From an optimization exercise on the open Yosys and OpenROAD flow, aimed at small area, a short achievable clock period and few clock cycles per item; shortcuts taken in it are not production practice. Function was checked by simulation only, so behaviour that the tests miss may differ from the original.

==> flow/design.v, too long to show whole: its modules and the start of the top module <==
// module cmult_conj: 3708 lines
// module ks_add: 31 lines
// module ks_add_hi: 51 lines
// module ifft_butterfly_stage: 114 lines
module ifft_butterfly_stage #(
   parameter int DW = 16,
   parameter int TW = 16,
   parameter int OW = 18
) (
   input  logic                 clk,
   input  logic                 rst,
   input  logic                 in_valid,
   output logic                 in_ready,
   input  logic signed [DW-1:0] in1_real,
   input  logic signed [DW-1:0] in1_imag,
   input  logic signed [DW-1:0] in2_real,
   input  logic signed [DW-1:0] in2_imag,
   input  logic signed [TW-1:0] twiddle_real,
   input  logic signed [TW-1:0] twiddle_imag,
   output logic                 out_valid,
   input  logic                 out_ready,
   output logic signed [OW-1:0] out1_real,
   output logic signed [OW-1:0] out1_imag,
   output logic signed [OW-1:0] out2_real,
   output logic signed [OW-1:0] out2_imag,
   output logic                 sat
);
  // ...
==> flow/flow/run.sh <==
#!/bin/bash
# Layout flow: the standard flow with three changes.
#  1. Synthesis is the standard flow's synthesis script (synth_recipe.tcl, ORFS synth.tcl) with one change:
#     the final ABC technology mapping uses flow/abc_map.script (ORFS's own mapping passes, then
#     the classic delay-targeted mapper) instead of ORFS's abc_speed.script. Registers are mapped
#     before ABC runs, so they are the same as the standard synthesis's.
#  2. flow/fixpol.py then removes inverters around full-adder cells by complementing full adders
#     (all three inputs and both outputs) and swapping xor2/xnor2 cells. Registers, ports and
#     the logic function are unchanged.
#  3. Ports are buffered with buf_4 cells instead of the default delay-buffer cells.
# Each tool's output goes to a log file of its own in this folder.
set -euo pipefail
R=orfs/results/sky130hd/ifft_butterfly_stage/base
rm -rf synth_scripts
cp -r "$FLOW_HOME/scripts" synth_scripts
chmod -R u+w synth_scripts
cp flow/abc_map.script synth_scripts/abc_speed.script
bash standard.sh SCRIPTS_DIR="$PWD/synth_scripts" synth > log_synth.txt 2>&1
cp "$R/1_2_yosys.v" synth_abc.v
python3 flow/fixpol.py synth_abc.v "$R/1_2_yosys.v" > log_fixpol.txt 2>&1
export BUFFER_PORTS_ARGS="-buffer_cell sky130_fd_sc_hd__buf_4"
bash standard.sh finish > log_finish.txt 2>&1
==> flow/flow/abc_map.script <==
&get -n
&st
&dch
&nf
&st
&syn2
&if -g -K 6
&synch2
&nf
&put
strash
dch -f
map -D 1200
topo
stime -c
buffer -c
upsize -c
dnsize -c
==> flow/flow/fixpol.py <==
#!/usr/bin/env python3
"""Remove inverters around full-adder cells in a flat Yosys netlist of sky130_fd_sc_hd cells.

A full adder with every input complemented computes the complement of both outputs, so each
fa cell may be "flipped": fed the complements of its inputs, its outputs then carry the
complements of its logical sum and carry. xor2 and xnor2 cells may likewise swap type to
complement their output. This picks flips by local search to need as few inverters as possible,
then rewrites the netlist: every inverter (inv_N) in the netlist is removed and one inv_1 is
made for each signal that some pin needs in the polarity its driver does not give.
Registers, ports and all other cells keep exactly the logic values they had.

usage: fixpol.py IN.v OUT.v
"""
import re
import sys

src = open(sys.argv[1]).read()

m = re.search(r"\bmodule\s+(\w+)\s*\((.*?)\);", src, re.S)
modname = m.group(1)
body_start = m.end()
endm = src.rindex("endmodule")
body = src[body_start:endm]

# statements of the module body
stmts = [s.strip() for s in body.split(";")]
decls = []
cells = []  # (type, name, [(pin, net)])
inst_re = re.compile(r"^(\S+)\s+(\S+)\s*\((.*)\)$", re.S)
pin_re = re.compile(r"\.(\w+)\s*\(\s*([^()]*?)\s*\)")
ports_out = set()
ports_in = set()
for s in stmts:
    if not s:
        continue
    if re.match(r"^(input|output|wire|inout)\b", s):
        decls.append(s)
        mm = re.match(r"^(input|output)\s+(\[(\d+):(\d+)\]\s+)?(\S+)$", s)
        if mm:
            kind, _, hi, lo, name = mm.groups()
            names = [name] if hi is None else [f"{name}[{i}]" for i in range(int(lo), int(hi) + 1)]
            (ports_out if kind == "output" else ports_in).update(names)
        continue
    if s.startswith("assign"):
        sys.exit("fixpol: assign statements are not handled")
    mm = inst_re.match(s)
    if not mm:
        sys.exit(f"fixpol: cannot parse statement: {s[:80]}")
    typ, name, pins = mm.groups()
    cells.append([typ, name, pin_re.findall(pins)])

OUTPINS = {"X", "Y", "Q", "Q_N", "SUM", "COUT", "HI", "LO"}


def short(t):
    return t.replace("sky130_fd_sc_hd__", "")


def is_inv(t):
    return re.fullmatch(r"inv_\d+", short(t)) is not None


def is_fa(t):
    return re.fullmatch(r"fa_\d+", short(t)) is not None


def is_x2(t):
    return re.fullmatch(r"x(n?)or2_\d+", short(t)) is not None


driver = {}  # net -> (cell index, pin)
for ci, (t, n, pins) in enumerate(cells):
    for p, net in pins:
        if p in OUTPINS:
            driver[net] = (ci, p)

inv_of = {}  # inverter output net -> input net
for ci, (t, n, pins) in enumerate(cells):
    if is_inv(t):
        d = dict(pins)
        inv_of[d["Y"]] = d["A"]


def lit(net):
    pol = 0
    while net in inv_of:
        net = inv_of[net]
        pol ^= 1
    return net, pol


# Inverters whose output is a port stay as they are (the port keeps its own driver).
keep_inv = set()
for ci, (t, n, pins) in enumerate(cells):
    if is_inv(t) and dict(pins)["Y"] in ports_out:
        keep_inv.add(ci)

# Flippable objects: fa cells (inputs and outputs), xor2/xnor2 cells (output only).
flip_id = {}
for ci, (t, n, pins) in enumerate(cells):
    if is_fa(t) or is_x2(t):
        flip_id[ci] = len(flip_id)
x = [0] * len(flip_id)

# consumers: list of (root, base_pol, flipper or None)
# a consumer of a fa input pin needs root^base_pol^x[fa]; a fixed consumer needs root^base_pol.
uses = {}  # root -> list of (base_pol, flipper)
pin_lit = {}  # (ci, pin) -> (root, pol)
for ci, (t, n, pins) in enumerate(cells):
    if is_inv(t) and ci not in keep_inv:
        continue
    for p, net in pins:
        if p in OUTPINS:
            continue
        if net.startswith("1'") or net == "":
            continue
        r, pol = lit(net)
        pin_lit[(ci, p)] = (r, pol)
        f = flip_id[ci] if is_fa(t) else None
        uses.setdefault(r, []).append((pol, f))
# output ports that are driven through an inverter chain without a kept inverter are not
# possible (the chain ends at a kept inverter); ports driven directly count as a fixed use
for pnet in ports_out:
    if pnet in driver and not is_inv(cells[driver[pnet][0]][0]):
        uses.setdefault(pnet, []).append((0, None))


def avail(root):
    """Polarity the physical net of root carries (0: the logical value)."""
    d = driver.get(root)
    if d is None:
        return 0
    ci = d[0]
    if ci in flip_id:
        return x[flip_id[ci]]
    return 0


def root_cost(root):
    a = avail(root)
    for pol, f in uses.get(root, []):
        need = pol ^ (x[f] if f is not None else 0)
        if need != a:
            return 1
    return 0


# roots each flipper touches: its output roots and its input roots
touch = [set() for _ in flip_id]
for ci, fi in flip_id.items():
    for p, net in cells[ci][2]:
        if p in OUTPINS:
            touch[fi].add(net)
        elif (ci, p) in pin_lit and is_fa(cells[ci][0]):
            touch[fi].add(pin_lit[(ci, p)][0])

roots_all = set(uses)
before = sum(root_cost(r) for r in roots_all)
n_inv_before = sum(1 for t, n, p in cells if is_inv(t))
improved = True
passes = 0
while improved and passes < 50:
    improved = False
    passes += 1
    for fi in range(len(x)):
        rs = touch[fi]
        c0 = sum(root_cost(r) for r in rs)
        x[fi] ^= 1
        c1 = sum(root_cost(r) for r in rs)
        if c1 < c0:
            improved = True
        else:
            x[fi] ^= 1
# simulated annealing on top of the greedy result (deterministic seed)
import math, random
rng = random.Random(12345)
cur = sum(root_cost(r) for r in roots_all)
best = cur
best_x = list(x)
n = len(x)
if n:
    steps = 3000000
    for k in range(steps):
        T = 0.6 * (1 - k / steps) + 0.01
        fi = rng.randrange(n)
        rs = touch[fi]
        c0 = sum(root_cost(r) for r in rs)
        x[fi] ^= 1
        c1 = sum(root_cost(r) for r in rs)
        dlt = c1 - c0
        if dlt <= 0 or rng.random() < math.exp(-dlt / T):
            cur += dlt
            if cur < best:
                best = cur
                best_x = list(x)
        else:
            x[fi] ^= 1
    x[:] = best_x
after = sum(root_cost(r) for r in roots_all)

# Rewrite.
new_cells = []
new_wires = []
inv_net = {}  # root -> net carrying the complement of the physical net of root


def phys(root, need):
    """Net carrying logical value root^need."""
    if need == avail(root):
        return root
    if root not in inv_net:
        nn = f"_fixpol_{len(inv_net)}_"
        inv_net[root] = nn
        new_wires.append(nn)
    return inv_net[root]


for ci, (t, n, pins) in enumerate(cells):
    if is_inv(t) and ci not in keep_inv:
        continue
    newpins = []
    for p, net in pins:
        if p in OUTPINS or (ci, p) not in pin_lit:
            newpins.append((p, net))
            continue
        r, pol = pin_lit[(ci, p)]
        need = pol ^ (x[flip_id[ci]] if is_fa(t) else 0)
        newpins.append((p, phys(r, need)))
    if is_x2(t) and x[flip_id[ci]]:
        if "__xor2_" in t:
            t = t.replace("__xor2_", "__xnor2_")
            newpins = [("Y" if p == "X" else p, net) for p, net in newpins]
        else:
            t = t.replace("__xnor2_", "__xor2_")
            newpins = [("X" if p == "Y" else p, net) for p, net in newpins]
    new_cells.append((t, n, newpins))

for pnet in ports_out:
    d = driver.get(pnet)
    if d is not None and not is_inv(cells[d[0]][0]) and avail(pnet) != 0:
        sys.exit(f"fixpol: port {pnet} would change polarity")

for i, (root, nn) in enumerate(sorted(inv_net.items(), key=lambda kv: kv[1])):
    new_cells.append(("sky130_fd_sc_hd__inv_1", f"_fixpol_inv_{i}_", [("A", root), ("Y", nn)]))

out = [src[:body_start], "\n"]
for d in decls:
    out.append(f"  {d} ;\n")
for w in new_wires:
    out.append(f"  wire {w};\n")
for t, n, pins in new_cells:
    pl = ",\n".join(f"    .{p}({net}{' ' if net.startswith(chr(92)) else ''})" for p, net in pins)
    out.append(f"  {t} {n} (\n{pl}\n  );\n")
out.append("endmodule\n")
open(sys.argv[2], "w").write("".join(out))
flipped = sum(x)
sys.stderr.write(
    f"fixpol: {len(flip_id)} flippable cells, {flipped} flipped, {passes} passes; "
    f"inverters {n_inv_before} -> {len(inv_net) + len(keep_inv)} "
    f"(needed-complement roots {before} -> {after})\n"
)
==> flow/standard.sh <==
#!/bin/bash
# synth_recipe.tcl (not shown) runs the flow's synth.tcl, then flattens the netlist and writes it again
# the make line also repeats each setting of config.mk as NAME=value (left out here)
make -C /OpenROAD-flow-scripts/flow DESIGN_CONFIG=/design/flow/config.mk WORK_HOME=/design/flow/orfs CLKGATE_MAP_FILE= SYNTH_SCRIPT=/design/flow/synth_recipe.tcl "${@:-finish}"
==> flow/config.mk <==
export PLATFORM = sky130hd
export DESIGN_NAME = ifft_butterfly_stage
export DESIGN_NICKNAME = ifft_butterfly_stage
export VERILOG_FILES = /design/flow/design.v
export SDC_FILE = /design/flow/constraint.sdc
export NUM_CORES = 4
export LEC_CHECK = 0
export CAP_MARGIN = 20
export CORE_MARGIN = 2
export CORE_UTILIZATION = 55
export SETUP_SLACK_MARGIN = 4.0
export SLEW_MARGIN = 20
export TNS_END_PERCENT = 20
==> flow/constraint.sdc <==
create_clock -name core_clock -period 7.5 [get_ports {clk}]
set_input_delay 1.5000 -clock core_clock [delete_from_list [all_inputs] [get_ports {clk}]]
set_output_delay 1.5000 -clock core_clock [all_outputs]
set_load 0.01 [all_outputs]
==> notes.md, run 1 <==
status = complete, no violations
first-pass GRT wire length = 197000 um
post-CTS setup buffers = 105
CTS Sinks = 412
Mapped Cells = 3556
Critical Path Sink Type = flip-flop
chip height = 270 um
biggest regs = pi3_q: 19 flops, pr3_q: 19 flops
Seq/total area = 27.3%
FILL cells = 5577
post-route design area = 45200 sq um
Post-DP Area = 40900 sq um
cts hold-fix bufs = 0
vias in the first global route = 31400
Slew Limit Fails = 0
Ant. Diodes = 0
Post-CTS Resized = 215
M1 wire length = 49600 um
final net count = 4478
commonest cells after routing, fill and taps aside = o22ai_1, fa_1, edfxtp_1
gr usage total = 36.2%
final setup margin = 3780 ps
met3 WL post-DR = 18500 um
multi-input logic cell count = 2530
Setup violations, final = 0
core region area = 70000 sq um
Testbench counts, summed over its fixed seeds: cycles 16,024, items 16,000.
==> run 2, diff against run 1 <==
==> flow/flow/run.sh (replaced) <==
#!/bin/bash
# Layout flow: the standard flow, with two changes between synthesis and floorplan/placement.
#  1. After the standard synthesis, flow/fixpol.py removes inverters around full-adder cells by
#     complementing full adders (all three inputs and both outputs) and swapping xor2/xnor2
#     cells. Registers, ports and the logic function are unchanged.
#  2. Ports are buffered with buf_4 cells instead of the default delay-buffer cells.
# Each tool's output goes to a log file of its own in this folder.
set -euo pipefail
R=orfs/results/sky130hd/ifft_butterfly_stage/base
bash standard.sh synth > log_synth.txt 2>&1
cp "$R/1_2_yosys.v" synth_standard.v
python3 flow/fixpol.py synth_standard.v "$R/1_2_yosys.v" > log_fixpol.txt 2>&1
export BUFFER_PORTS_ARGS="-buffer_cell sky130_fd_sc_hd__buf_4"
bash standard.sh finish > log_finish.txt 2>&1
--- a/flow/config.mk
+++ b/flow/config.mk
@@ -6,8 +6,8 @@
 export NUM_CORES = 4
 export LEC_CHECK = 0
-export CAP_MARGIN = 20
+export CAP_MARGIN = 40
 export CORE_MARGIN = 2
 export CORE_UTILIZATION = 55
 export SETUP_SLACK_MARGIN = 4.0
-export SLEW_MARGIN = 20
+export SLEW_MARGIN = 60
 export TNS_END_PERCENT = 20
removed: flow/flow/abc_map.script
==> notes.md, run 2 <==
status = complete, no violations
first-pass GRT wire length = 185000 um (-6.1%)
max-cap violations = 0
largest net degree at the start of global routing = 87
CTS tree = done
Initial Util = 55.7%
routability cong. = 0.899
crit path DAT = 3840 ps
input/output buffers = 174
Overflow after GRT = 0
deepest clock path buffer count = 3
Ant. Diodes = 0 (unchanged)
reg2reg start = oner_q[0]
Area growth syn-to-layout = 14.2%
setup tns final = 0 ps
Worst Path Required = 7810 ps
Pre-antenna DRT Iters = 6
mean routed wirelength per cell = 28.1 um
H-tree Lvls = 2
initial antenna violation count = 2
cells on worst reg2reg path = 8
DIE AREA = 73200 sq um
Avg Inst Size Synth = 11.7 sq um
DP HPWL = 72900 um
via count = 28500
Critical Path Sink Type = flip-flop
CP most frequent cell = fa_1
cts hold-fix bufs = 0 (unchanged)
beginning of the worst hold path = si2_q[15]
fin util = 63.6%
critical path class = reg2reg
Synth Cell Area = 39100 sq um
most common cell after layout, fill and taps aside = xnor2_1
skew final = 19.1 ps
IO Pins = 175
Slew headroom = 61.9%
CP max stage cell = fa_1
CP max stage delay = 590 ps
CP max FO = 9
biggest regs = pi3_q: 19 flops, pr3_q: 19 flops
minimum clock period = 3530 ps
Place WS = 3660 ps
fraction of layout cells with a size suffix above 1 = 15.2%
Iter 0 DRT Violations = 3090
chip height = 271 um (+0.23%)
vias in the first global route = 30700 (-2.2%)
Final period util = 47.1%
worst-margin pin slew = 567 ps
final net count = 4120 (-8.0%)
type of the most critical hold path = reg2reg
Setup violations, final = 0 (unchanged)
unrepaired setup endpoints after global routing = true
Setup crit start kind = flip-flop
WHS Path Cells = 0
Synthesized Nets = 4080
CP Cell Sequence = buf_4, clkbuf_16, a22oi_1, xnor2_1, fa_2, fa_1, fa_1, fa_1
Site Rows = 97
post-route ant nets = 0
Mapped Cells = 3330 (-6.4%)
CP Launch Point = oner_q[0]
final setup margin = 3970 ps (+192 ps)
WL final = 122000 um
Worst-path clk slew = 60 ps
# DRC = 0
CTS root buf = clkbuf_16
final hold viol count = 0
Max Clock Freq = 0.283 GHz
Die Wd = 271 um
commonest cells after routing, fill and taps aside = xnor2_1, a22oi_1, fa_1
CTS buffer count = 46
synth warn = 4
CTS Sinks = 412 (unchanged)
gr usage total = 33.4% (-2.8 points)
core region area = 70100 sq um (+0.17%)
worst skew pair latency = 620 ps
vias per cell = 6.55
Slew Limit Fails = 0 (unchanged)
[run 2: repair_timing]
action,in CTS,in global routing
endpoints found under the setup margin,136,130
gates resized for setup,67,298
gates cloned,2,4
setup buffers,15,13
pin swaps,12,63
[run 2: area by class of cell]
class / count / area (sq um)
Fill cell: 5518 / 25500
Clock buffer: 57 / 1190
Tap cell: 940 / 1180
Multi-Input combinational cell: 2445 / 25600
Clock inverter: 28 / 302
Sequential cell: 412 / 12400
Inverter: 152 / 571
Timing Repair Buffer: 313 / 3400
[run 2: metal layers]
metal / GRT usage [%] / vias up / routed length [um]
li1: - / 11800 / -
met1: 42.3 / 14200 / 45500
met2: 52.2 / 1950 / 55100
met3: 10.4 / 543 / 15000
met4: 16.4 / 2 / 6500
met5: 0.592 / - / 13
[run 2: critical path, delay by kind of cell (launching register included)]
kind	cells	cell delay, ps
xor+xnor	1	210
flops	1	390
compound gates	1	200
fa+ha+maj	4	2050
buf+inv	2	380
[run 2: worst paths after layout]
check / endpoint / slack (ps)
max reg2reg: uMult.re_q17_1 / 3970
max: uMult.re_q17_1 / 3970
max in group asynchronous: v3_q / 6560
min in group asynchronous: v2_q / 780
min: si3_q[15] / 420
min reg2reg: si3_q[15] / 420
[run 2: through the flow]
stage	instance area, sq um	hold slack (ps)	std cells
2_1_floorplan	39100	400	3330
6_report	44600	415	4347
5_1_grt	44600	421	4347
4_1_cts	43200	416	4326
3_3_place_gp	41100	401	4216
3_5_place_dp	41300	405	4224
==> run 3, diff against run 2 <==
--- a/flow/config.mk
+++ b/flow/config.mk
@@ -6,8 +6,9 @@
 export NUM_CORES = 4
 export LEC_CHECK = 0
-export CAP_MARGIN = 40
+export CAP_MARGIN = 20
 export CORE_MARGIN = 2
 export CORE_UTILIZATION = 55
+export CTS_BUF_LIST = sky130_fd_sc_hd__clkbuf_8
 export SETUP_SLACK_MARGIN = 4.0
-export SLEW_MARGIN = 60
+export SLEW_MARGIN = 20
 export TNS_END_PERCENT = 20
==> notes.md, run 3 <==
CP max stage delay = 590 ps (about the same)
Slew headroom = 30.6% (-31 points)
synth warn = 4 (unchanged)
Mapped Cells = 3330 (unchanged)
FILL cells = 5552 (+0.62%)
CTS root buf = clkbuf_8
gr usage total = 33.7% (+0.26 points)
type of the most critical hold path = reg2reg
Initial Util = 55.7% (unchanged)
Area growth syn-to-layout = 13.8%
CP max FO = 9 (unchanged)
CTS Sinks = 412 (unchanged)
status = complete, no violations
initial antenna violation count = 4 (+2)
routability cong. = 0.899 (unchanged)
cts hold-fix bufs = 0 (unchanged)
CP max stage cell = fa_1
Max Clock Freq = 0.281 GHz (-0.90%)
final hold viol count = 0 (unchanged)
DIE AREA = 73200 sq um (unchanged)
largest net degree at the start of global routing = 87 (unchanged)
chip height = 271 um (unchanged)
Avg Inst Size Synth = 11.7 sq um (unchanged)
WL final = 123000 um (+1.1%)
Final period util = 47.5% (+0.43 points)
# DRC = 0 (unchanged)
Synth Cell Area = 39100 sq um (unchanged)
vias in the first global route = 31000 (+0.97%)
Pre-antenna DRT Iters = 7 (+1)
CTS buffer count = 74 (+61%)
DP HPWL = 72400 um (-0.69%)
first-pass GRT wire length = 186000 um (+0.26%)
biggest regs = pi3_q: 19 flops, pr3_q: 19 flops
final setup margin = 3940 ps (-32.0 ps)
Slew Limit Fails = 0 (unchanged)
setup tns final = 0 ps (unchanged)
IO Pins = 175 (unchanged)
minimum clock period = 3560 ps (+32.0 ps)
skew final = 39.8 ps (+20.7 ps)
vias per cell = 6.51 (-0.52%)
Hold WS = 407 ps (-8.24 ps)
crit path DAT = 3980 ps (+140 ps)
core region area = 70100 sq um (unchanged)
final net count = 4141 (+0.51%)
Critical Path Sink Type = flip-flop
input/output buffers = 174 (unchanged)
Site Rows = 97 (unchanged)
Synthesized Nets = 4080 (unchanged)
CTS tree = done
Worst-path clk slew = 70 ps (about the same)
fraction of layout cells with a size suffix above 1 = 16.5% (+1.3 points)
worst skew pair latency = 720 ps (+100 ps)
post-route ant nets = 0 (unchanged)
fin util = 63.4% (-0.20 points)
CP Cell Sequence = buf_4, clkbuf_16, a22oi_2, xnor2_1, fa_1, fa_1, fa_2, fa_1
H-tree Lvls = 3 (+1)
Worst Path Required = 7920 ps (+110 ps)
Setup violations, final = 0 (unchanged)
deepest clock path buffer count = 3 (unchanged)
Die Wd = 271 um (unchanged)
unrepaired setup endpoints after global routing = true
commonest cells after routing, fill and taps aside = xnor2_1, a22oi_1, fa_1
Overflow after GRT = 0 (unchanged)
via count = 28600 (+0.53%)
critical path class = reg2reg
most common cell after layout, fill and taps aside = xnor2_1
max-cap violations = 0 (unchanged)
CP most frequent cell = fa_1
Iter 0 DRT Violations = 3390 (+9.7%)
Place WS = 3210 ps (-454 ps)
worst-margin pin slew = 1040 ps (+473 ps)
mean routed wirelength per cell = 28.1 um (about the same)
Setup crit start kind = flip-flop
==> run 3: critical path, delay by kind of cell, from the launching register on <==
| kind | cells | cell delay, ps |
|---|---|---|
| adders and majority gates | 4 | 2150 |
| DFF | 1 | 370 |
| buffers and inverters | 2 | 410 |
| xor gates and xnor gates | 1 | 120 |
| AOI/OAI and AO/OA | 1 | 230 |
==> run 3: metrics by stage <==
step | std cells | instance area [sq um]
CTS | 4374 | 43400
detailed placement | 4216 | 41100
finish | 4393 | 44500
global route | 4392 | 44500
floorplan | 3330 | 39100
global placement | 4216 | 41100
==> run 3: layout make-up <==
cell class                      instances  area (sq um)  share of cell area [%]
Multi-Input combinational cell       2446         25600                    57.6
Sequential cell                       412         12400                    27.8
Timing Repair Buffer                  305          3200                    7.20
Tap cell                              940          1180                    2.64
Clock buffer                           75          1030                    2.32
Inverter                              152           571                    1.28
Clock inverter                         61           527                    1.18
Antenna cell                            2          5.00                  0.0112
==> run 3: routing by layer <==
| metal | vias up | wire [um] | global-route usage (%) |
|---|---|---|---|
| li1 | 11800 | - | - |
| met1 | 14300 | 45000 | 42.3 |
| met2 | 1970 | 55800 | 52.1 |
| met3 | 511 | 16000 | 11.6 |
| met4 | 6 | 6530 | 16.5 |
| met5 | - | 39 | 0.197 |
==> run 3: worst paths after layout <==
| kind | cells past startpoint | from | to | slack [ps] |
|---|---|---|---|---|
| worst max-delay path | 8 | oner_q[4] | uMult.re_q19_0 | 3940 |
| worst min-delay path | 0 | si2_q[4] | si3_q[4] | 410 |
| worst min register to register | 0 | si2_q[4] | si3_q[4] | 410 |
| max in group asynchronous | 2 | rst | v1_q | 6680 |
| worst max register to register | 8 | oner_q[4] | uMult.re_q19_0 | 3940 |
| min in group asynchronous | 2 | rst | v2_q | 660 |
==> run 3: repair_timing <==
action | in CTS | in global routing
endpoints found under the setup margin | 313 | 141
resized for setup | 142 | 243
setup buffers | 20 | 12
pin swaps | 15 | 62
cloned | 2 | 5
==> run 4, diff against run 3 <==
--- a/flow/config.mk
+++ b/flow/config.mk
@@ -9,6 +9,5 @@
 export CORE_MARGIN = 2
 export CORE_UTILIZATION = 55
-export CTS_BUF_LIST = sky130_fd_sc_hd__clkbuf_8
-export SETUP_SLACK_MARGIN = 4.0
+export SETUP_SLACK_MARGIN = 4.2
 export SLEW_MARGIN = 20
 export TNS_END_PERCENT = 20
==> notes.md, run 4 <==
Critical Path Sink Type = flip-flop
Post-DP Area = 41100 sq um (unchanged)
Site Rows = 97 (unchanged)
input/output buffers = 174 (unchanged)
first-pass GRT wire length = 188000 um (+1.3%)
R2R Path End = uMult.re_q23_0
IO Pins = 175 (unchanged)
vias per cell = 6.54 (+0.45%)
Avg Inst Size Synth = 11.7 sq um (unchanged)
setup tns final = 0 ps (unchanged)
WHS Path Cells = 0 (unchanged)
Area growth syn-to-layout = 16.8%
Synth Cell Area = 39100 sq um (unchanged)
cts hold-fix bufs = 0 (unchanged)
Overflow after GRT = 0 (unchanged)
cells on worst reg2reg path = 8 (unchanged)
worst-margin pin slew = 1040 ps (+0.0120 ps)
reg-to-reg setup timing slack = 3980 ps (+40 ps)
commonest cells after routing, fill and taps aside = xnor2_1, fa_1, edfxtp_1
DP HPWL = 72400 um (unchanged)
chip height = 271 um (unchanged)
# DRC = 0 (unchanged)
core region area = 70100 sq um (unchanged)
biggest regs = pi3_q: 19 flops, pr3_q: 19 flops
Slew Limit Fails = 0 (unchanged)
H-tree Lvls = 2 (-1)
initial antenna violation count = 4 (unchanged)
skew final = 26.6 ps (-13.2 ps)
Initial Util = 55.7% (unchanged)
post-route ant nets = 0 (unchanged)
vias in the first global route = 31100 (+0.20%)
via count = 28600 (-0.17%)
Worst-path clk slew = 60 ps (about the same)
critical path class = reg2reg
deepest clock path buffer count = 3 (unchanged)
Slew headroom = 30.6% (about the same)
largest net degree at the start of global routing = 87 (unchanged)
crit path DAT = 3870 ps (-110 ps)
Iter 0 DRT Violations = 3431 (+1.2%)
Final period util = 47.0% (-0.52 points)
Pre-antenna DRT Iters = 6 (-1)
reg2reg start = dr1_q[10]
beginning of the worst hold path = si2_q[15]
status = complete, no violations
post-route design area = 45700 sq um (+2.6%)
unrepaired setup endpoints after global routing = true
CP max FO = 16 (+7)
Mapped Cells = 3330 (unchanged)
CTS buffer count = 48 (-35%)
minimum clock period = 3520 ps (-38.8 ps)
type of the most critical hold path = reg2reg
Max Clock Freq = 0.284 GHz (+1.1%)
Setup violations, final = 0 (unchanged)
most common cell after layout, fill and taps aside = xnor2_1
Setup crit start kind = flip-flop
Synthesized Nets = 4080 (unchanged)
Die Wd = 271 um (unchanged)
final net count = 4136 (-0.12%)
Worst Hold Path EP = si3_q[15]
mean routed wirelength per cell = 28.7 um (+2.1%)
WL final = 125000 um (+1.5%)
CTS Sinks = 412 (unchanged)
max-cap violations = 0 (unchanged)
fraction of layout cells with a size suffix above 1 = 19.1% (+2.6 points)
Worst Path Required = 7840 ps (-80 ps)
synth warn = 4 (unchanged)
routability cong. = 0.899 (unchanged)
CTS root buf = clkbuf_16
CTS tree = done
gr usage total = 34.1% (+0.43 points)
DIE AREA = 73200 sq um (unchanged)
worst skew pair latency = 620 ps (-100 ps)
final hold viol count = 0 (unchanged)
==> run 4: worst max path at each step <==
stage,start,endpoint,slack (ps),cells after the start
final,dr1_q[10],uMult.re_q23_0,3980,8
after global routing,dr1_q[10],uMult.im_q17_0,3910,8
after CTS,uMult.im_q13_0,pi3_q[16],4020,12
after detailed placement,out_ready,uMult.re_q0_0,3210,4
after global placement,out_ready,di1_q[8],3290,4
after floorplan,out_ready,in_ready,1650,1
==> run 4: critical path, stage by stage (launching register included) <==
cell and delay (ps):
edfxtp_1 400, buf_4 200, clkbuf_16 230, a22oi_1 210, xnor2_1 120, fa_1 590, fa_1 470, fa_1 500
fa_1 510
==> run 4: area by class of cell <==
type,count,area (sq um)
Multi-Input combinational cell,2446,26200
Fill cell,5379,24500
Sequential cell,412,12400
Timing Repair Buffer,326,3670
Clock buffer,57,1230
Tap cell,940,1180
Inverter,152,571
Clock inverter,31,419
Antenna cell,2,5.00
==> run 4: routing by layer <==
layer  global-route usage (%)  vias to the layer above  part of all wire (%)
li1                         -                    11800                     -
met1                     42.9                    14200                    36
met2                     53.5                     1965                    45
met3                     10.9                      576                    13
met4                     16.5                        2                   6.0
met5                    0.197                        -                 0.014
==> run 4: timing repair <==
action,4_1_cts,5_1_grt
endpoints found under the setup margin,353,169
buffers inserted,35,13
cloned,7,5
pin swaps,92,101
resized for setup,334,167
==> run 4: per-stage QoR <==
stage	std cells	setup WS, ps	util, %	hold slack (ps)
2_1_floorplan	3330	1650	-	400
3_3_place_gp	4216	3290	58.5	401
3_5_place_dp	4216	3210	58.5	405
4_1_cts	4346	4020	63.6	416
5_1_grt	4364	3910	65.1	422
6_report	4366	3980	65.1	417
==> run 5, diff against run 4 <==
--- a/flow/config.mk
+++ b/flow/config.mk
@@ -8,6 +8,6 @@
 export CAP_MARGIN = 20
 export CORE_MARGIN = 2
-export CORE_UTILIZATION = 55
-export SETUP_SLACK_MARGIN = 4.2
+export CORE_UTILIZATION = 60
+export SETUP_SLACK_MARGIN = 4.0
 export SLEW_MARGIN = 20
 export TNS_END_PERCENT = 20
==> notes.md, run 5 <==
status = complete, no violations
crit path DAT = 3980 ps (+110 ps)
# DRC = 0 (unchanged)
beginning of the worst hold path = sr2_q[14]
reg2reg start = uMult.im_q13_2
Critical Path Sink Type = flip-flop
critical path class = reg2reg
Area growth syn-to-layout = 13.3%
Synthesized Nets = 4080 (unchanged)
commonest cells after routing, fill and taps aside = xnor2_1, fa_1, a22oi_1
routability cong. = 0.911 (+1.3%)
Avg Inst Size Synth = 11.7 sq um (unchanged)
Max Clock Freq = 0.276 GHz (-2.9%)
H-tree Lvls = 2 (unchanged)
minimum clock period = 3630 ps (+106 ps)
Worst-path clk slew = 60 ps (about the same)
initial antenna violation count = 3 (-1)
DP HPWL = 72300 um (about the same)
reg-to-reg setup timing slack = 3870 ps (-110 ps)
Post-Place Cells = 4131 (-2.0%)
max-cap violations = 0 (unchanged)
deepest clock path buffer count = 3 (unchanged)
final std cells w/o fill = 4256 (-2.5%)
fraction of layout cells with a size suffix above 1 = 14.9% (-4.2 points)
Worst Hold Path EP = sr3_q[14]
Initial Util = 60.6% (+4.9 points)
CP Launch Point = uMult.im_q13_2
unrepaired setup endpoints after global routing = true
setup tns final = 0 ps (unchanged)
CTS root buf = clkbuf_16
Die Wd = 259 um (-4.2%)
Slew headroom = 26.8% (-3.8 points)
cts hold-fix bufs = 0 (unchanged)
skew final = 27.6 ps (+1.02 ps)
Synth Cell Area = 39100 sq um (unchanged)
WHS Path Cells = 0 (unchanged)
worst-margin pin slew = 1100 ps (+56.7 ps)
WL final = 122000 um (-2.7%)
CP max FO = 4 (-12)
largest net degree at the start of global routing = 172 (+98%)
CTS buffer count = 47 (-2.1%)
Setup violations, final = 0 (unchanged)
synth warn = 4 (unchanged)
Worst Path Required = 7850 ps (about the same)
final setup margin = 3870 ps (-106 ps)
CTS Sinks = 412 (unchanged)
CTS tree = done
IO Pins = 175 (unchanged)
biggest regs = pi3_q: 19 flops, pr3_q: 19 flops
gr usage total = 36.3% (+2.2 points)
input/output buffers = 174 (unchanged)
via count = 28700 (+0.34%)
type of the most critical hold path = reg2reg
fin util = 68.7% (+3.6 points)
Iter 0 DRT Violations = 3550 (+3.5%)
worst skew pair latency = 630 ps (about the same)
Site Rows = 93 (-4.1%)
DIE AREA = 67200 sq um (-8.2%)
first-pass GRT wire length = 183000 um (-2.8%)
most common cell after layout, fill and taps aside = xnor2_1
Overflow after GRT = 0 (unchanged)
final net count = 4111 (-0.60%)
chip height = 259 um (-4.2%)
Slew Limit Fails = 0 (unchanged)
core region area = 64500 sq um (-8.1%)
cells on worst reg2reg path = 12 (+4)
Mapped Cells = 3330 (unchanged)
vias in the first global route = 30500 (-2.1%)
Setup crit start kind = flip-flop
Place WS = 3590 ps (+383 ps)
vias per cell = 6.73 (+2.9%)
mean routed wirelength per cell = 28.6 um (-0.19%)
R2R Path End = pi3_q[6]
post-route ant nets = 0 (unchanged)
Final period util = 48.4% (+1.4 points)
final hold viol count = 0 (unchanged)
Pre-antenna DRT Iters = 6 (unchanged)
run 5: worst max path at each step:
stage,endpoint,slack [ps]
after floorplan,in_ready,1650
after global placement,in_ready,3610
after detailed placement,in_ready,3590
after CTS,uMult.im_q13_0,3930
after global routing,pi3_q[6],3760
final,pi3_q[6],3870
run 5: through the flow:
step,area (sq um),hold slack (ps)
CTS,43100,418
finish,44300,414
detailed placement,41000,405
floorplan,39100,400
global placement,40900,402
global route,44300,424
run 5: worst max-delay path, cell delays in order (launching register included):
cell and delay [ps]:
edfxtp_1 410, fa_1 560, fa_1 460, ha_4 310, nand2_4 60, nor4_4 320
a221oi_4 150, buf_6 200, or3_4 330, a21oi_2 160, o21a_1 180, nor2_1 60
xnor2_1 150
run 5: final cells by class:
| cell class | instances | area, sq um |
|---|---|---|
| Timing Repair Buffer | 302 | 3140 |
| Fill cell | 4749 | 20200 |
| Clock buffer | 50 | 1190 |
| Clock inverter | 36 | 460 |
| Multi-Input combinational cell | 2446 | 25500 |
| Sequential cell | 412 | 12400 |
| Tap cell | 855 | 1070 |
| Antenna cell | 3 | 7.51 |
| Inverter | 152 | 571 |
run 5: layer usage:
metal / vias up / GRT usage [%] / share of wire [%]
met1: 14200 / 47.1 / 36
met3: 556 / 11.0 / 13
li1: 11700 / - / -
met5: - / 0 / 0
met4: 0 / 19.2 / 6.0
met2: 2120 / 55.3 / 44
run 5: repair_timing:
item | CTS | global route
buffers inserted | 11 | 19
endpoints found under the setup margin | 139 | 134
resized for setup | 73 | 268
pin swaps | 8 | 53
gates cloned | 2 | 4
==> run 6, diff against run 5 <==
--- a/flow/config.mk
+++ b/flow/config.mk
@@ -8,6 +8,6 @@
 export CAP_MARGIN = 20
 export CORE_MARGIN = 2
-export CORE_UTILIZATION = 60
+export CORE_UTILIZATION = 55
 export SETUP_SLACK_MARGIN = 4.0
 export SLEW_MARGIN = 20
-export TNS_END_PERCENT = 20
+export TNS_END_PERCENT = 5
==> notes.md, run 6 <==
Critical Path Sink Type = flip-flop
met2 Use GR = 52.4% (-2.9 points)
routability cong. = 0.899 (-1.3%)
Synth Cell Area = 39100 sq um (unchanged)
vias in the first global route = 30700 (+0.73%)
Mapped Cells = 3330 (unchanged)
DIE AREA = 73200 sq um (+8.9%)
Overflow after GRT = 0 (unchanged)
Iter 0 DRT Violations = 3018 (-15%)
Die Wd = 271 um (+4.4%)
IO Pins = 175 (unchanged)
FILL cells = 5581 (+18%)
biggest regs = pi3_q: 19 flops, pr3_q: 19 flops
WL final = 121000 um (-0.55%)
status = complete, no violations
worst skew pair latency = 610 ps (-20 ps)
first-pass GRT wire length = 185000 um (+1.0%)
H-tree Lvls = 2 (unchanged)
deepest clock path buffer count = 3 (unchanged)
Slew headroom = 30.9% (+4.1 points)
fraction of layout cells with a size suffix above 1 = 13.3% (-1.5 points)
setup tns final = 0 ps (unchanged)
DP HPWL = 72400 um (about the same)
critical path class = reg2reg
Slew Limit Fails = 0 (unchanged)
gr usage total = 33.4% (-2.9 points)
Initial Util = 55.7% (-4.9 points)
final setup margin = 3940 ps (+73.2 ps)
routing usage on met3 = 10.7% (-0.29 points)
Worst-path clk slew = 60 ps (about the same)
final hold viol count = 0 (unchanged)
Area growth syn-to-layout = 12.2%
chip height = 271 um (+4.4%)
WHS Path Cells = 0 (unchanged)
crit path DAT = 3900 ps (-80 ps)
beginning of the worst hold path = si1_q[16]
via count = 28300 (-1.4%)
Setup crit start kind = flip-flop
R2R Path End = uMult.re_q20_0
mean routed wirelength per cell = 28.0 um (-2.2%)
commonest cells after routing, fill and taps aside = xnor2_1, a22oi_1, fa_1
Final period util = 47.4% (-0.98 points)
register area = 12400 sq um (unchanged)
Worst Hold Path EP = si2_q[16]
initial antenna violation count = 4 (+1)
vias per cell = 6.53 (-3.1%)
CTS Sinks = 412 (unchanged)
worst-margin pin slew = 1040 ps (-61.0 ps)
input/output buffers = 174 (unchanged)
max-cap violations = 0 (unchanged)
reg2reg start = onei_q[2]
Setup violations, final = 0 (unchanged)
Avg Inst Size Synth = 11.7 sq um (unchanged)
final net count = 4100 (-0.27%)
Synthesized Nets = 4080 (unchanged)
gr busiest metal = met2
core region area = 70100 sq um (+8.8%)
unrepaired setup endpoints after global routing = true
Place WS = 3210 ps (-383 ps)
post-route ant nets = 0 (unchanged)
CTS tree = done
met1 Track Usage GR = 42.3% (-4.8 points)
reg-to-reg setup timing slack = 3940 ps (+70 ps)
CP max FO = 36 (+32)
largest net degree at the start of global routing = 87 (-49%)
skew final = 18.3 ps (-9.36 ps)
CTS root buf = clkbuf_16
minimum clock period = 3560 ps (-73.2 ps)
Multi-input gate area = 25300 sq um (-0.64%)
Worst Path Required = 7840 ps (about the same)
synth warn = 4 (unchanged)
Site Rows = 97 (+4.3%)
Pre-antenna DRT Iters = 7 (+1)
type of the most critical hold path = reg2reg
cells on worst reg2reg path = 8 (-4)
most common cell after layout, fill and taps aside = xnor2_1
Max Clock Freq = 0.281 GHz (+2.1%)
CTS buffer count = 48 (+2.1%)
# DRC = 0 (unchanged)
==> run 6: worst max path at each step <==
stage                               from             end  slack (ps)  cells after the start
after floorplan                out_ready        in_ready        1650                      1
after global placement         out_ready        di1_q[8]        3290                      4
after detailed placement       out_ready   uMult.re_q0_0        3210                      4
after CTS                      oner_q[1]  uMult.re_q19_0        3940                      7
after global routing      uMult.re_q19_2       pr3_q[18]        3860                     11
final                          onei_q[2]  uMult.re_q20_0        3940                      8
==> run 6: cell type report <==
type / count / area share, %
inverter: 152 / 1.30
multi-input combinational: 2446 / 57.8
timing repair buffer: 290 / 6.28
sequential: 412 / 28.2
clock inverter: 31 / 0.956
tap: 940 / 2.68
antenna: 1 / 0.00571
clock buffer: 57 / 2.82
==> run 6: metal layers <==
layer	part of all wire, %	wire length [um]	vias up
met4	5.0	6110	4
met2	45	55200	1907
met5	0.023	28	-
li1	-	-	11700
met1	37	45000	14100
met3	12	15000	498
==> run 6: repair_timing <==
action	4_1_cts	5_1_grt
gates cloned	2	0
gates resized for setup	87	168
pin swaps	10	26
hold buffers	0	0
buffers inserted	15	7
endpoints found under the setup margin	312	134
==> run 6: per-stage QoR <==
step	utilization, %	instance area, sq um	hold slack, ps	cells
after floorplan	-	39100	400	3330
after global placement	58.5	41100	401	4216
after detailed placement	58.5	41100	405	4216
after CTS	61.7	43300	416	4321
after global routing	62.5	43900	422	4329
final	62.5	43900	418	4329
==> run 6: critical path, stage by stage, from the launching register on <==
cell and delay (ps):
edfxtp_1 360, buf_8 330, a22oi_1 180, xor2_1 200, fa_1 580, inv_1 60
fa_1 470, fa_1 540, fa_1 530
==> run 7, diff against run 6 <==
--- a/flow/config.mk
+++ b/flow/config.mk
@@ -11,3 +11,3 @@
 export SETUP_SLACK_MARGIN = 4.0
 export SLEW_MARGIN = 20
-export TNS_END_PERCENT = 5
+export TNS_END_PERCENT = 20
==> notes.md, run 7 <==
status = complete, no violations
minimum clock period = 3530 ps (-21.0 ps)
Avg Inst Size Synth = 11.7 sq um (unchanged)
unrepaired setup endpoints after global routing = true
routability cong. = 0.899 (unchanged)
fraction of layout cells with a size suffix above 1 = 14.7% (+1.3 points)
biggest regs = pi3_q: 19 flops, pr3_q: 19 flops
Synth Cell Area = 39100 sq um (unchanged)
Iter 0 DRT Violations = 3232 (+7.1%)
Site Rows = 97 (unchanged)
final net count = 4110 (+0.24%)
IO Pins = 175 (unchanged)
# DRC = 0 (unchanged)
initial antenna violation count = 3 (-1)
Mapped Cells = 3330 (unchanged)
Worst-path clk slew = 60 ps (about the same)
gr usage total = 33.4% (-0.045 points)
type of the most critical hold path = reg2reg
first-pass GRT wire length = 184000 um (-0.21%)
vias per cell = 6.52 (-0.10%)
Ant. Diodes = 0 (-1)
synth warn = 4 (unchanged)
Slew headroom = 30.3% (-0.62 points)
WL final = 123000 um (+1.1%)
final hold viol count = 0 (unchanged)
commonest cells after routing, fill and taps aside = xnor2_1, a22oi_1, fa_1
CTS tree = done
Setup crit start kind = flip-flop
Synthesized Nets = 4080 (unchanged)
setup tns final = 0 ps (unchanged)
Setup violations, final = 0 (unchanged)
Initial Util = 55.7% (unchanged)
post-route ant nets = 0 (unchanged)
Worst Path Required = 7790 ps (-50 ps)
Area growth syn-to-layout = 13.7%
mean routed wirelength per cell = 28.2 um (+0.85%)
final std cells w/o fill = 4338 (+0.21%)
register area = 12400 sq um (unchanged)
CTS root buf = clkbuf_16
Critical Path Sink Type = flip-flop
input/output buffers = 174 (unchanged)
Final period util = 47.1% (-0.28 points)
deepest clock path buffer count = 3 (unchanged)
CTS buffer count = 48 (unchanged)
Pre-antenna DRT Iters = 8 (+1)
DIE AREA = 73200 sq um (unchanged)
via count = 28300 (+0.11%)
max-cap violations = 0 (unchanged)
cts hold-fix bufs = 0 (unchanged)
CTS Sinks = 412 (unchanged)
Max Clock Freq = 0.283 GHz (+0.59%)
core region area = 70100 sq um (unchanged)
vias in the first global route = 30700 (-0.023%)
worst-margin pin slew = 1050 ps (+9.24 ps)
largest net degree at the start of global routing = 87 (unchanged)
worst skew pair latency = 620 ps (about the same)
Multi-input gate area = 25500 sq um (+0.75%)
fin util = 63.4% (+0.85 points)
chip height = 271 um (unchanged)
H-tree Lvls = 2 (unchanged)
Post-Place Cells = 4216 (unchanged)
DP HPWL = 72400 um (unchanged)
Die Wd = 271 um (unchanged)
most common cell after layout, fill and taps aside = xnor2_1
Post-DP Area = 41100 sq um (unchanged)
Slew Limit Fails = 0 (unchanged)
CP max FO = 3 (-92%)
crit path DAT = 3830 ps (-70 ps)
FILL cells = 5504 (-1.4%)
critical path class = reg2reg
Overflow after GRT = 0 (unchanged)
skew final = 22.6 ps (+4.34 ps)
post-route design area = 44500 sq um (+1.4%)
## run 7: metrics by stage
step,worst slack (ps),hold WS [ps]
after floorplan,1650,400
after global placement,3290,401
after detailed placement,3210,405
after CTS,3950,416
after global routing,3870,422
final,3970,417
## run 7: worst paths after layout
path,start,to,slack (ps),cells after the start
setup reg to reg,uMult.re_q13_2,pr3_q[1],3970,11
max in group asynchronous,rst,v2_q,6560,2
setup / recovery,uMult.re_q13_2,pr3_q[1],3970,11
min in group asynchronous,rst,v3_q,780,2
hold / removal,si1_q[16],si2_q[16],420,0
hold reg to reg,si1_q[16],si2_q[16],420,0
## run 7: timing repair
action / in CTS / in global routing
gates resized for setup: 125 / 230
buffers inserted: 17 / 10
hold endpoints to repair: 0 / 0
cloned: 2 / 5
setup endpoints to repair: 312 / 117
pin swaps: 11 / 59
## run 7: final cells by class
cell class	instances	share of cell area (%)
clock buffers	57	2.78
clock inverters	31	0.943
inverters	152	1.28
multi-input cells	2446	57.4
flip-flops and latches	412	27.8
well taps	940	2.65
repair buffers	300	7.13
## run 7: layer usage
layer	part of all wire [%]	vias to the layer above	wire length (um)	GRT usage, %
met2	46	1893	55800	52.5
li1	-	11700	-	-
met1	37	14100	45200	42.5
met3	12	506	15100	10.2
met5	0.024	-	30	0.197
met4	5.3	4	6460	15.3
## run 7: critical path: stages, from the launching register on
cell and delay, ps:
edfxtp_1 390, fa_1 560, fa_1 460, ha_4 300, nand4_1 130, buf_4 180
nor2_1 110, nor2_1 70, inv_1 100, fa_1 200, inv_1 60, xnor2_1 640
==> run 8, diff against run 7 <==
--- a/flow/config.mk
+++ b/flow/config.mk
@@ -9,5 +9,5 @@
 export CORE_MARGIN = 2
 export CORE_UTILIZATION = 55
-export SETUP_SLACK_MARGIN = 4.0
+export SETUP_SLACK_MARGIN = 3.9
 export SLEW_MARGIN = 20
 export TNS_END_PERCENT = 20
==> notes.md, run 8 <==
status = complete, no violations
fraction of layout cells with a size suffix above 1 = 12.5% (-2.2 points)
core region area = 70100 sq um (unchanged)
Slew Limit Fails = 0 (unchanged)
routability cong. = 0.899 (unchanged)
vias per cell = 6.51 (-0.21%)
cts hold-fix bufs = 0 (unchanged)
gr busiest metal = met2
Iter 0 DRT Violations = 3190 (-1.3%)
Overflow after GRT = 0 (unchanged)
DP HPWL = 72400 um (unchanged)
DIE AREA = 73200 sq um (unchanged)
Worst Path Required = 7840 ps (+50 ps)
Final period util = 48.0% (+0.90 points)
biggest regs = pi3_q: 19 flops, pr3_q: 19 flops
WL final = 121000 um (-1.3%)
reg-to-reg setup timing slack = 3900 ps (-70 ps)
Initial Util = 55.7% (unchanged)
gr usage total = 33.3% (-0.045 points)
Ant. Diodes = 0 (unchanged)
CTS tree = done
commonest cells after routing, fill and taps aside = xnor2_1, a22oi_1, fa_1
IO Pins = 175 (unchanged)
Worst-path clk slew = 60 ps (about the same)
# DRC = 0 (unchanged)
minimum clock period = 3600 ps (+67.4 ps)
largest net degree at the start of global routing = 87 (unchanged)
chip height = 271 um (unchanged)
most common cell after layout, fill and taps aside = xnor2_1
unrepaired setup endpoints after global routing = true
Site Rows = 97 (unchanged)
met2 Use GR = 52.4% (about the same)
final setup margin = 3900 ps (-67.4 ps)
Place WS = 3210 ps (unchanged)
CTS buffer count = 48 (unchanged)
input/output buffers = 174 (unchanged)
CTS root buf = clkbuf_16
Max Clock Freq = 0.278 GHz (-1.9%)
type of the most critical hold path = reg2reg
Setup crit start kind = flip-flop
first-pass GRT wire length = 184000 um (-0.13%)
Setup violations, final = 0 (unchanged)
skew final = 24.2 ps (+1.58 ps)
worst-margin pin slew = 1040 ps (-8.66 ps)
deepest clock path buffer count = 3 (unchanged)
Synthesized Nets = 4080 (unchanged)
Hold WS = 417 ps (+0.136 ps)
beginning of the worst hold path = si1_q[16]
R2R Path End = uMult.re_q19_0
final hold viol count = 0 (unchanged)
Critical Path Sink Type = flip-flop
vias in the first global route = 30700 (-0.059%)
initial antenna violation count = 2 (-1)
H-tree Lvls = 2 (unchanged)
setup tns final = 0 ps (unchanged)
Pre-antenna DRT Iters = 7 (-1)
met1 Track Usage GR = 42.4% (-0.17 points)
crit path DAT = 3940 ps (+110 ps)
post-route ant nets = 0 (unchanged)
mean routed wirelength per cell = 28.0 um (-1.0%)
Synth Cell Area = 39100 sq um (unchanged)
worst skew pair latency = 620 ps (about the same)
CP max FO = 36 (+33)
WHS Path Cells = 0 (unchanged)
max-cap violations = 0 (unchanged)
Worst Hold Path EP = si2_q[16]
routing usage on met3 = 10.1% (-0.098 points)
Mapped Cells = 3330 (unchanged)
critical path class = reg2reg
CTS Sinks = 412 (unchanged)
cells on worst reg2reg path = 7 (-4)
final net count = 4097 (-0.32%)
reg2reg start = oner_q[4]
Area growth syn-to-layout = 11.5%
Die Wd = 271 um (unchanged)
synth warn = 4 (unchanged)
Avg Inst Size Synth = 11.7 sq um (unchanged)
via count = 28100 (-0.51%)
Slew headroom = 30.9% (+0.58 points)
-- run 8: what timing repair did --
item | in CTS | in global routing
gates cloned | 2 | 0
pin swaps | 8 | 14
buffers inserted | 9 | 9
endpoints found under the hold margin | 0 | 0
gates resized for setup | 17 | 170
setup endpoints to repair | 191 | 136
-- run 8: cell type report --
class | instances | area [sq um]
well taps | 940 | 1180
flip-flops and latches | 412 | 12400
clock inverters | 31 | 419
fillers | 5633 | 26600
inverters | 152 | 571
multi-input cells | 2446 | 25200
clock buffers | 57 | 1230
repair buffers | 287 | 2630
-- run 8: metrics by stage --
step                      util, %  area, sq um  cells
after floorplan                 -        39100   3330
after global placement       58.5        41100   4216
after detailed placement     58.5        41100   4216
after CTS                    61.1        42900   4315
after global routing         62.1        43600   4325
final                        62.1        43600   4325
-- run 8: metal layers --
metal | up-vias | routed length [um] | share of wire [%]
met5 | - | 53 | 0.044
li1 | 11700 | - | -
met1 | 14000 | 44600 | 37
met3 | 543 | 14700 | 12
met4 | 6 | 6860 | 5.7
met2 | 1909 | 54700 | 45
-- run 8: worst max-delay path by stage --
stage | endpoint | slack [ps] | cells after the start | startpoint
after global placement | di1_q[8] | 3290 | 4 | out_ready
final | uMult.re_q19_0 | 3900 | 7 | oner_q[4]
after floorplan | in_ready | 1650 | 1 | out_ready
after global routing | uMult.re_q19_0 | 3850 | 7 | dr1_q[15]
after CTS | uMult.im_q21_0 | 3750 | 5 | negin_q[5]
after detailed placement | uMult.re_q0_0 | 3210 | 4 | out_ready
-- run 8: critical path: stages, from the launching register on --
cell and delay (ps):
edfxtp_1 380, clkbuf_8 290, a22oi_2 290, xnor2_1 120, fa_1 600, fa_1 500
fa_1 560, fa_1 550

port drivers added, routing unchanged:
No port has a modelled driver above. Below, the same layouts with a new extraction and two added sets of constraints.
Step 1 assumes that a clkbuf_16 drives the clock port and a buf_2 every other input.
Step 2 times the ports against the registers' clock, not the clock port: input delays grow and output delays shrink by t, the midpoint of the rising clock arrivals with the driver on.
Slacks: ideal / step 1 / step 2; pairs: ideal / step 1.
run	t (ns)	setup WS [ns]	worst data-port slew with drivers (ns)
run 1	0.691	3.778 / 3.778 / 3.530	0.07
run 2	0.673	3.970 / 3.939 / 3.716	0.08
run 3	0.766	3.938 / 3.878 / 3.596	0.08
run 4	0.677	3.977 / 3.977 / 3.666	0.08
run 5	0.688	3.871 / 3.871 / 3.751	0.08
run 6	0.675	3.944 / 3.931 / 3.638	0.08
run 7	0.675	3.966 / 3.926 / 3.619	0.08
run 8	0.676	3.898 / 3.898 / 3.644	0.08
After both steps every run listed still meets setup and hold. For run 7, which loses most, drivers alone change the setup slack by -0.040 ns; drivers and shift together by -0.347 ns.
